From an optimization exercise on the open Yosys and OpenROAD flow, aimed at small area, a short achievable clock period and few clock cycles; shortcuts taken in it are not production practice.
Power is estimated from default activity; no workload was simulated.

lane 1:
==> flow/design.v <==
`default_nettype none
package kmp_pkg;
    localparam int MAX_PATTERN   = 16;
    localparam int IDX_BITS      = $clog2(MAX_PATTERN);
    localparam int LEN_BITS      = IDX_BITS + 1;
    localparam int POSITION_BITS = 16;
    localparam int MATCH_BITS    = 16;
    localparam int CFG_BITS      = 64;
    localparam int PAT_BITS      = 8 * MAX_PATTERN;
    typedef logic [7:0]          t_byte;
    typedef logic [IDX_BITS-1:0] t_idx;
    typedef logic [LEN_BITS-1:0] t_len;    
    typedef logic [PAT_BITS-1:0] t_pattern;
    typedef enum logic [1:0] {
        CFG_PAT_LOW  = 2'd0,
        CFG_PAT_HIGH = 2'd1,
        CFG_PAT_LEN  = 2'd2
    } t_cfg_idx;
    typedef struct packed {
        logic busy;    
        logic clear;   
    } t_ctrl;
    function automatic t_byte pat_byte(input t_pattern pat, input t_idx k);
        pat_byte = pat[8*k +: 8];
    endfunction
endpackage
`default_nettype wire
`default_nettype none
module kmp_substring_search
(
    input  wire                 i_clk,
    input  wire                 i_rst_n,
    input  wire                 i_cfg_we,
    input  wire [1:0]           i_cfg_index,
    input  wire [63:0]          i_cfg_data,
    input  wire                 i_text_valid,
    input  wire [7:0]           i_text_byte,
    input  wire                 i_text_is_final,
    output wire                 o_text_ready,
    output wire                 o_result_valid,
    output wire                 o_result_found,
    output wire [15:0]          o_result_index,
    input  wire                 i_result_ready
);
    logic [63:0] r_pat_lo;
    logic [63:0] r_pat_hi;
    logic        r_lo_ok;      
    logic        r_hi_ok;      
    logic [4:0]  r_nn;         
    logic        r_clear_d;    
    logic        cfg_hit;
    logic [4:0]  cfg_len;
    logic [4:0]  cfg_nn;
    assign cfg_hit = i_cfg_we && (i_cfg_index != 2'd3);
    assign cfg_len = (i_cfg_data[4] && |i_cfg_data[3:0]) ? 5'd16 : i_cfg_data[4:0];
    always_comb begin
        logic lower;
        lower = 1'b0;
        for (int i = 0; i < 5; i++) begin
            cfg_nn[i] = cfg_len[i] ^ lower;
            lower     = lower | cfg_len[i];
        end
    end
    always_ff @(posedge i_clk) begin
        if (i_cfg_we && i_cfg_index == 2'd0) r_pat_lo <= i_cfg_data;
        if (i_cfg_we && i_cfg_index == 2'd1) r_pat_hi <= i_cfg_data;
    end
    always_ff @(posedge i_clk) begin
        if (!i_rst_n) begin
            r_lo_ok   <= 1'b0;
            r_hi_ok   <= 1'b0;
            r_nn      <= '0;
            r_clear_d <= 1'b0;
        end else begin
            r_clear_d <= cfg_hit;
            if (i_cfg_we && i_cfg_index == 2'd0) r_lo_ok <= 1'b1;
            if (i_cfg_we && i_cfg_index == 2'd1) r_hi_ok <= 1'b1;
            if (i_cfg_we && i_cfg_index == 2'd2) r_nn <= cfg_nn;
        end
    end
    logic [15:0] m_last;
    logic        n_zero;
    logic        n_le1;
    always_comb begin
        for (int k = 0; k < 16; k++) begin
            m_last[k] = (r_nn == 5'(32 - (k + 1)));
        end
    end
    assign n_zero = (r_nn == 5'd0);
    assign n_le1  = (r_nn == 5'd0) || (r_nn == 5'd31);
    logic [15:0] q_start;
    logic        q_at_sat;
    always_comb begin
        logic lower;
        lower = 1'b1;
        for (int i = 0; i < 5; i++) begin
            q_start[i] = !n_zero && (r_nn[i] ^ lower);
            lower      = lower & r_nn[i];
        end
    end
    assign q_start[15:5] = {11{!n_le1}};
    logic [15:0] q_second;
    always_comb begin
        logic [4:0] v;
        v = 5'd2;
        for (int k = 0; k <= 16; k++) if (r_nn == 5'((32 - k) % 32)) v = 5'((34 - k) % 32);
        q_second = {{11{v[4]}}, v};
    end
    logic        r_rdy;
    logic        r_frz;
    logic        r_v1, r_f1;
    logic [7:0]  r_b1;
    logic [15:0] r_d;
    logic        r_v2, r_f2, r_h2;
    logic        r_ans;
    logic [15:0] r_q;          
    logic        r_l;          
    logic        r_out_valid;
    logic        r_out_found;
    logic [15:0] eq;
    logic        zb;
    logic [15:0] dn;
    logic        hit1;
    assign zb = (r_b1 == 8'd0);
    always_comb begin
        for (int k = 0; k < 8; k++) begin
            eq[k]     = r_lo_ok ? (r_b1 == r_pat_lo[8*k +: 8]) : zb;
            eq[k + 8] = r_hi_ok ? (r_b1 == r_pat_hi[8*k +: 8]) : zb;
        end
    end
    assign dn   = {r_d[14:0], 1'b1} & eq;
    assign hit1 = n_zero || |(dn & m_last);
    logic decide2;
    logic issue;
    logic ans_n;
    assign decide2 = r_v2 && !r_ans && (r_h2 || r_f2);
    assign issue   = !r_frz && decide2;
    assign ans_n   = (!r_frz && r_v2) ? (!r_f2 && (r_ans || r_h2)) : r_ans;
    logic proc2;
    logic cnt2;
    logic l_n;
    logic maybe_n;
    logic out_valid_n;
    assign proc2       = !r_frz && r_v2;
    assign cnt2        = proc2 && !r_ans && !r_f2;
    assign l_n         = !issue && (r_l || cnt2);
    assign maybe_n     = r_frz ? (r_v2 && (r_f2 || (!r_ans && (r_l || n_le1))))
                               : (r_v1 && (r_f1 || (!ans_n && (l_n || n_le1))));
    assign out_valid_n = issue || (r_out_valid && !i_result_ready);
    logic [15:0] q_inc;
    logic [15:0] q_carry;
    assign q_at_sat = (&r_q[15:5]) && (r_q[4:0] == r_nn);
    assign q_carry[0] = !q_at_sat;
    for (genvar i = 1; i < 16; i++) begin : g_carry
        assign q_carry[i] = !q_at_sat && (&r_q[i-1:0]);
    end
    assign q_inc = r_q ^ q_carry;
    always_ff @(posedge i_clk) begin
        if (!i_rst_n) begin
            r_rdy       <= 1'b0;
            r_frz       <= 1'b0;
            r_v1        <= 1'b0;
            r_v2        <= 1'b0;
            r_d         <= '0;
            r_ans       <= 1'b0;
            r_out_valid <= 1'b0;
        end else if (cfg_hit) begin
            r_rdy       <= 1'b1;
            r_frz       <= 1'b0;
            r_v1        <= 1'b0;
            r_v2        <= 1'b0;
            r_d         <= '0;
            r_ans       <= 1'b0;
            r_out_valid <= out_valid_n;
        end else begin
            r_frz       <= out_valid_n && maybe_n;
            r_rdy       <= !(out_valid_n && maybe_n);
            r_out_valid <= out_valid_n;
            if (!r_frz) begin
                r_v1 <= i_text_valid && r_rdy;
                r_v2 <= r_v1;
                if (r_v1) r_d <= r_f1 ? 16'd0 : dn;
            end
            r_ans <= ans_n;
        end
    end
    always_ff @(posedge i_clk) begin
        if (!i_rst_n) r_l <= 1'b0;
        else          r_l <= l_n;
    end
    always_ff @(posedge i_clk) begin
        if (!i_rst_n) begin
            r_q <= '0;
        end else if (r_clear_d) begin
            r_q <= q_start;
        end else if (issue) begin
            if (!r_h2) r_q <= '0;
        end else if (r_out_valid) begin
            if (i_result_ready) r_q <= (r_l || cnt2) ? q_second : q_start;
        end else if (proc2) begin
            if (r_f2)        r_q <= q_start;
            else if (!r_ans) r_q <= q_inc;
        end
    end
    always_ff @(posedge i_clk) begin
        if (!r_frz) begin
            r_b1 <= i_text_byte;
            r_f1 <= i_text_is_final;
            r_h2 <= hit1;
            r_f2 <= r_f1;
        end
        if (issue) r_out_found <= r_h2;
    end
    assign o_text_ready   = r_rdy;
    assign o_result_valid = r_out_valid;
    assign o_result_found = r_out_found;
    assign o_result_index = r_q;
endmodule
`default_nettype wire
Settings: LEC_CHECK=0, CAP_MARGIN=20, CORE_MARGIN=2, CORE_UTILIZATION=40, PLACE_DENSITY=0.6, SETUP_SLACK_MARGIN=3.4, SLEW_MARGIN=20; clock period 5.5 ns.
standard.sh (not shown) runs the stock make flow with config.mk's settings and CLKGATE_MAP_FILE= SYNTH_SCRIPT=/design/flow/synth_recipe.tcl, a recipe that flattens the netlist after the stock synthesis.
==> flow/flow/run.sh <==
#!/bin/bash
set -euo pipefail
bash standard.sh \
  "BUFFER_PORTS_ARGS=-buffer_cell sky130_fd_sc_hd__buf_1" \
  "CTS_ARGS=-sink_clustering_enable -repair_clock_nets -dont_use_dummy_load" \
  finish > standard_flow.log 2>&1
Edits applied to the flow inputs when going from lane 1 to lane 2:
- SETUP_SLACK_MARGIN: 3.4 -> 3.45
==> flow/flow/run.sh <==
#!/bin/bash
set -euo pipefail
bash standard.sh \
  "BUFFER_PORTS_ARGS=-buffer_cell sky130_fd_sc_hd__buf_1" \
  "CTS_ARGS=-sink_clustering_enable -repair_clock_nets -dont_use_dummy_load -root_buf sky130_fd_sc_hd__clkbuf_16 -buf_list sky130_fd_sc_hd__clkbuf_16 -sink_clustering_size 15 -sink_clustering_max_diameter 80" \
  finish > standard_flow.log 2>&1
Results
The final clock skew on lane 2 is in line with that on lane 1. Looking at minimum clock period after layout, lane 2 sits 0.017 ns below lane 1. Between lane 2 and lane 1, the share of total power in combinational logic is higher for lane 2. Compared lane 2 vs lane 1, and part of the total power dissipated in the clock network is down in lane 2. Lane 1 vs lane 2, cell with the largest stage delay on the worst path: sky130_fd_sc_hd__or4b_4 vs sky130_fd_sc_hd__edfxtp_1. Lane 2 gives less biggest cell delay along the critical path than lane 1 did. Estimated wirelength of the detail-placed design delta (lane 1 -> lane 2): insignificant.
No functional check of the RTL was part of any run of this note.

static timing again, ports no longer ideal:
In the flow no input, the clock included, has a driving cell. The finished layouts below were timed again as built, in two steps. Step 1: set_driving_cell puts a clkbuf_16 on i_clk and a buf_2 on each other input, an assumption about the parent block. Step 2 times the ports against the registers' clock, not the clock port: input delays grow and output delays shrink by t, the midpoint of the rising clock arrivals with the driver on. Slacks: no drivers / after step 1 / after step 2; pairs: no drivers / after step 1.
run | t (ns) | setup slack, ns | hold WS [ns] | clock arrival spread, ns
lane 1 | 0.463 | 3.381 / 3.381 / 2.977 | 0.450 / 0.450 / 0.450 | 0.022 / 0.022
lane 2 | 0.458 | 3.397 / 3.397 / 3.034 | 0.478 / 0.478 / 0.478 | 0.026 / 0.026
After both steps setup and hold are still met in every run listed. For lane 1, which loses most, drivers alone change the setup slack by 0.000 ns; drivers and shift together by -0.404 ns.
